Background: an optimization exercise with open tools, aiming at small area and a short achievable clock period. Do not read the settings as production practice. Only simulation tests tie the RTL to the original design; equivalence was not proved. No activity file was given, so power comes from the tool's default toggle rates.

==> v33 <==
==> flow/design.v (excerpt) <==
module sync_fifo #(
    parameter int WIDTH     = sync_fifo_pkg::DEF_WIDTH,
    parameter int DEPTH     = sync_fifo_pkg::DEF_DEPTH,
    parameter int AFULL_TH  = DEPTH - 4,
    parameter int AEMPTY_TH = 4
) (
    input  logic                       clk,
    input  logic                       m_rst,
    input  logic                       w_valid,
    input  logic [WIDTH-1:0]           w_data,
    output logic                       w_ready,
    input  logic                       r_valid,
    output logic [WIDTH-1:0]           r_data,
    output logic                       r_data_valid,
    output logic                       full,
    output logic                       empty,
    output logic                       almost_full,
    output logic                       almost_empty,
    output logic [sync_fifo_pkg::clog2(DEPTH):0]      level,
    output logic                       overflow,
    output logic                       underflow
);
==> module sync_fifo_ror, before the edit <==
module sync_fifo_ror #(
    parameter int WIDTH = 32,
    parameter int N     = 8
) (
    input  logic [N*WIDTH-1:0] grp_i,
    output logic [WIDTH-1:0]   or_o
);
    for (genvar b = 0; b < WIDTH; b++) begin : g_bit
        logic [N-1:0] col;
        for (genvar k = 0; k < N; k++) begin : g_k
            assign col[k] = grp_i[k*WIDTH + b];
        end
        assign or_o[b] = |col;
    end
endmodule
==> flow/config.mk <==
export PLATFORM = sky130hd
export DESIGN_NAME = sync_fifo
export DESIGN_NICKNAME = sync_fifo
export VERILOG_FILES = /design/flow/design.v
export SDC_FILE = /design/flow/constraint.sdc
export NUM_CORES = 4
export LEC_CHECK = 0
export CAP_MARGIN = 20
export CORE_MARGIN = 2
export CORE_UTILIZATION = 55
export SETUP_SLACK_MARGIN = 2.5
export SLEW_MARGIN = 60
export SYNTH_HIERARCHICAL = 1
export SYNTH_MINIMUM_KEEP_SIZE = 0
export TNS_END_PERCENT = 10
==> flow/constraint.sdc <==
create_clock -name core_clock -period 4.5 [get_ports {clk}]
set_input_delay 0.9000 -clock core_clock [delete_from_list [all_inputs] [get_ports {clk}]]
set_output_delay 0.9000 -clock core_clock [all_outputs]
set_load 0.01 [all_outputs]
standard.sh (not shown) runs the stock make flow with config.mk's settings and CLKGATE_MAP_FILE= SYNTH_SCRIPT=/design/flow/synth_recipe.tcl, a recipe that flattens the netlist after the stock synthesis.
==> flow/flow/run.sh <==
#!/bin/bash
# Standard layout (the standard.sh) with two changes:
#  - flow/move.tcl runs before detailed placement: each port buffer is resized
#    to a stronger buffer, and each register that drives an output port (with
#    any inverter between them) is moved next to that port's output buffer;
#    detailed placement then legalises them as usual.
#  - clock tree synthesis clusters up to 25 sinks within 100 um per leaf buffer
#    and inserts no dummy loads.
set -euo pipefail
W=$(pwd)
bash standard.sh \
  PRE_DETAIL_PLACE_TCL="$W/flow/move.tcl" \
  "CTS_ARGS=-sink_clustering_enable -repair_clock_nets -sink_clustering_size 25 -sink_clustering_max_diameter 100 -dont_use_dummy_load" \
  finish > "$W/standard_flow.log" 2>&1
==> flow/flow/move.tcl <==
# Runs inside ORFS detail_place.tcl (PRE_DETAIL_PLACE_TCL hook), design loaded.
# 1. Resize every port buffer (input and output) to a stronger buffer.
# 2. Move each flip-flop that drives an output port (directly or through
#    buffers/inverters) and the cells between them onto the output buffer's
#    location; detailed placement then legalises them.
proc driver_inst {net} {
  foreach it [$net getITerms] {
    if {[$it isOutputSignal]} { return [$it getInst] }
  }
  return ""
}
proc input_net {inst} {
  foreach it [$inst getITerms] {
    if {[$it isInputSignal] && [$it getNet] ne "NULL"} { return [$it getNet] }
  }
  return ""
}
set db [ord::get_db]
set block [ord::get_db_block]
set in_buf [$db findMaster sky130_fd_sc_hd__buf_8]
set out_buf [$db findMaster sky130_fd_sc_hd__buf_6]
set moved 0
set sized 0
foreach bterm [$block getBTerms] {
  set net [$bterm getNet]
  if {$net eq "NULL"} { continue }
  if {[$net getSigType] eq "CLOCK"} { continue }
  if {[$bterm getIoType] eq "INPUT"} {
    set loads {}
    foreach it [$net getITerms] { lappend loads [$it getInst] }
    if {[llength $loads] == 1} {
      set b [lindex $loads 0]
      if {[string match "*__buf_*" [[$b getMaster] getName]] || [string match "*dlybuf*" [[$b getMaster] getName]] || [string match "*dlygate*" [[$b getMaster] getName]]} {
        $b swapMaster $in_buf
        incr sized
      }
    }
    continue
  }
  if {[$bterm getIoType] ne "OUTPUT"} { continue }
  set obuf [driver_inst $net]
  if {$obuf eq ""} { continue }
  set oname [[$obuf getMaster] getName]
  if {[string match "*__buf_*" $oname] || [string match "*dlybuf*" $oname] || [string match "*dlygate*" $oname]} {
    $obuf swapMaster $out_buf
    incr sized
  }
  lassign [$obuf getLocation] x y
  set inst $obuf
  set chain {}
  for {set k 0} {$k < 4} {incr k} {
    set n [input_net $inst]
    if {$n eq ""} { break }
    set d [driver_inst $n]
    if {$d eq ""} { break }
    set mname [[$d getMaster] getName]
    if {[string match "*__df*" $mname]} {
      foreach c $chain { $c setLocation $x $y }
      $d setLocation $x $y
      incr moved
      puts "move: [$d getName] ($mname) -> $x $y for [$bterm getName] via [llength $chain] cells"
      break
    }
    if {![string match "*buf*" $mname] && ![string match "*inv*" $mname]} { break }
    lappend chain $d
    set inst $d
  }
}
puts "move: resized $sized port buffers, moved $moved output flip-flops"
==> v38: changes against v33 <==
--- a/flow/design.v
+++ b/flow/design.v
@@ -115,12 +115,32 @@
     output logic [WIDTH-1:0]   or_o
 );
     for (genvar b = 0; b < WIDTH; b++) begin : g_bit
-        logic [N-1:0] col;
-        for (genvar k = 0; k < N; k++) begin : g_k
-            assign col[k] = grp_i[k*WIDTH + b];
-        end
-        assign or_o[b] = |col;
-    end
+        logic [N/2-1:0] pair_n;
+        for (genvar k = 0; k < N / 2; k++) begin : g_pair
+            sync_fifo_nor2 u_nor (
+                .a_i (grp_i[(2*k)*WIDTH + b]),
+                .b_i (grp_i[(2*k+1)*WIDTH + b]),
+                .y_o (pair_n[k])
+            );
+        end
+        sync_fifo_nand4 u_nand (
+            .a_i (pair_n),
+            .y_o (or_o[b])
+        );
+    end
+endmodule
+module sync_fifo_nor2 (
+    input  logic a_i,
+    input  logic b_i,
+    output logic y_o
+);
+    assign y_o = ~(a_i | b_i);
+endmodule
+module sync_fifo_nand4 (
+    input  logic [3:0] a_i,
+    output logic       y_o
+);
+    assign y_o = ~(&a_i);
 endmodule
 module sync_fifo #(
     parameter int WIDTH     = sync_fifo_pkg::DEF_WIDTH,
--- a/flow/flow/run.sh
+++ b/flow/flow/run.sh
@@ -1,6 +1,7 @@
 #!/bin/bash
 # Standard layout (the standard.sh) with two changes:
 #  - flow/move.tcl runs before detailed placement: each port buffer is resized
+#    (and every NAND4 gate is upsized to the 2x drive),
 #    to a stronger buffer, and each register that drives an output port (with
 #    any inverter between them) is moved next to that port's output buffer;
 #    detailed placement then legalises them as usual.
--- a/flow/flow/move.tcl
+++ b/flow/flow/move.tcl
@@ -67,3 +67,15 @@
   }
 }
 puts "move: resized $sized port buffers, moved $moved output flip-flops"
+
+# 3. The read port's NAND4 gates drive the longest wires of the read path
+#    (from each group of words to the bit's final OR): use the 2x drive size.
+set n4 [$db findMaster sky130_fd_sc_hd__nand4_2]
+set up 0
+foreach inst [$block getInsts] {
+  if {[[$inst getMaster] getName] eq "sky130_fd_sc_hd__nand4_1"} {
+    $inst swapMaster $n4
+    incr up
+  }
+}
+puts "move: upsized $up NAND4 gates"
--- a/flow/config.mk
+++ b/flow/config.mk
@@ -9,7 +9,7 @@
 export CORE_MARGIN = 2
 export CORE_UTILIZATION = 55
 export SETUP_SLACK_MARGIN = 2.5
-export SLEW_MARGIN = 60
+export SLEW_MARGIN = 20
 export SYNTH_HIERARCHICAL = 1
 export SYNTH_MINIMUM_KEEP_SIZE = 0
 export TNS_END_PERCENT = 10
==> run summary <==
met2 WL = 107200 um
placed cell area = 83540 um2
final instance area = 89320 um2
1st-iter DRT viols = 5334
starting density of the core = 0.5550
DR pass1 iterations = 6
critical path arrival = 1.35 ns
Seq pwr share = 0.666
Worst path depth = 2
worst-margin pin slew = 1.081 ns
minimum clock period = 2.250 ns
Max Clock Skew = 0.04521 ns
status = no timing/DRC/antenna violations
# the run above: v38

==> run summary <==
largest net degree at the start of global routing = 65
GRT met3 Usage = 0.04578
minimum clock period = 2.508 ns
CP Data Required Time = 5.14 ns
placed cell area = 82210 um2
Max Clock Skew = 0.04165 ns
CP Capture Point = u_ram.rdata_q[11]
switching share of power = 0.2040
status = no timing/DRC/antenna violations
worst-margin pin slew = 0.6308 ns
met2 WL = 107200 um
1st-iter DRT viols = 5446
final instance area = 86170 um2
P_clk = 9.73 mW
critical path arrival = 3.15 ns
Post-synth ARST share = 0.06141
starting density of the core = 0.5546
# the run above: v33

-- afterwards: timing with drivers on the ports --
How much do the figures lean on ideal ports? The routed layouts below were timed once more, with nothing changed but the port constraints. Step 1 assumes that a clkbuf_16 drives the clock port and a buf_2 every other input. Step 2, shift: input delay + t, output delay - t, t = (earliest + latest rising clock arrival at the registers) / 2. This alone moves slack from input paths to output paths. Three values: no drivers, after step 1, after step 2; two values: the first two.
run | shift t [ns] | setup WS [ns] | worst hold slack (ns) | pins driven straight from the clock port
v33 | 0.807 | 1.992 / 1.974 / 1.731 | 0.088 / 0.053 / 0.530 | 1
v38 | 0.808 | 2.250 / 2.164 / 1.774 | 0.284 / 0.250 / 0.518 | 1
After both steps every run listed still meets setup and hold. The setup slack of v38, which loses most, moves by -0.086 ns with the drivers and by -0.476 ns with both steps.
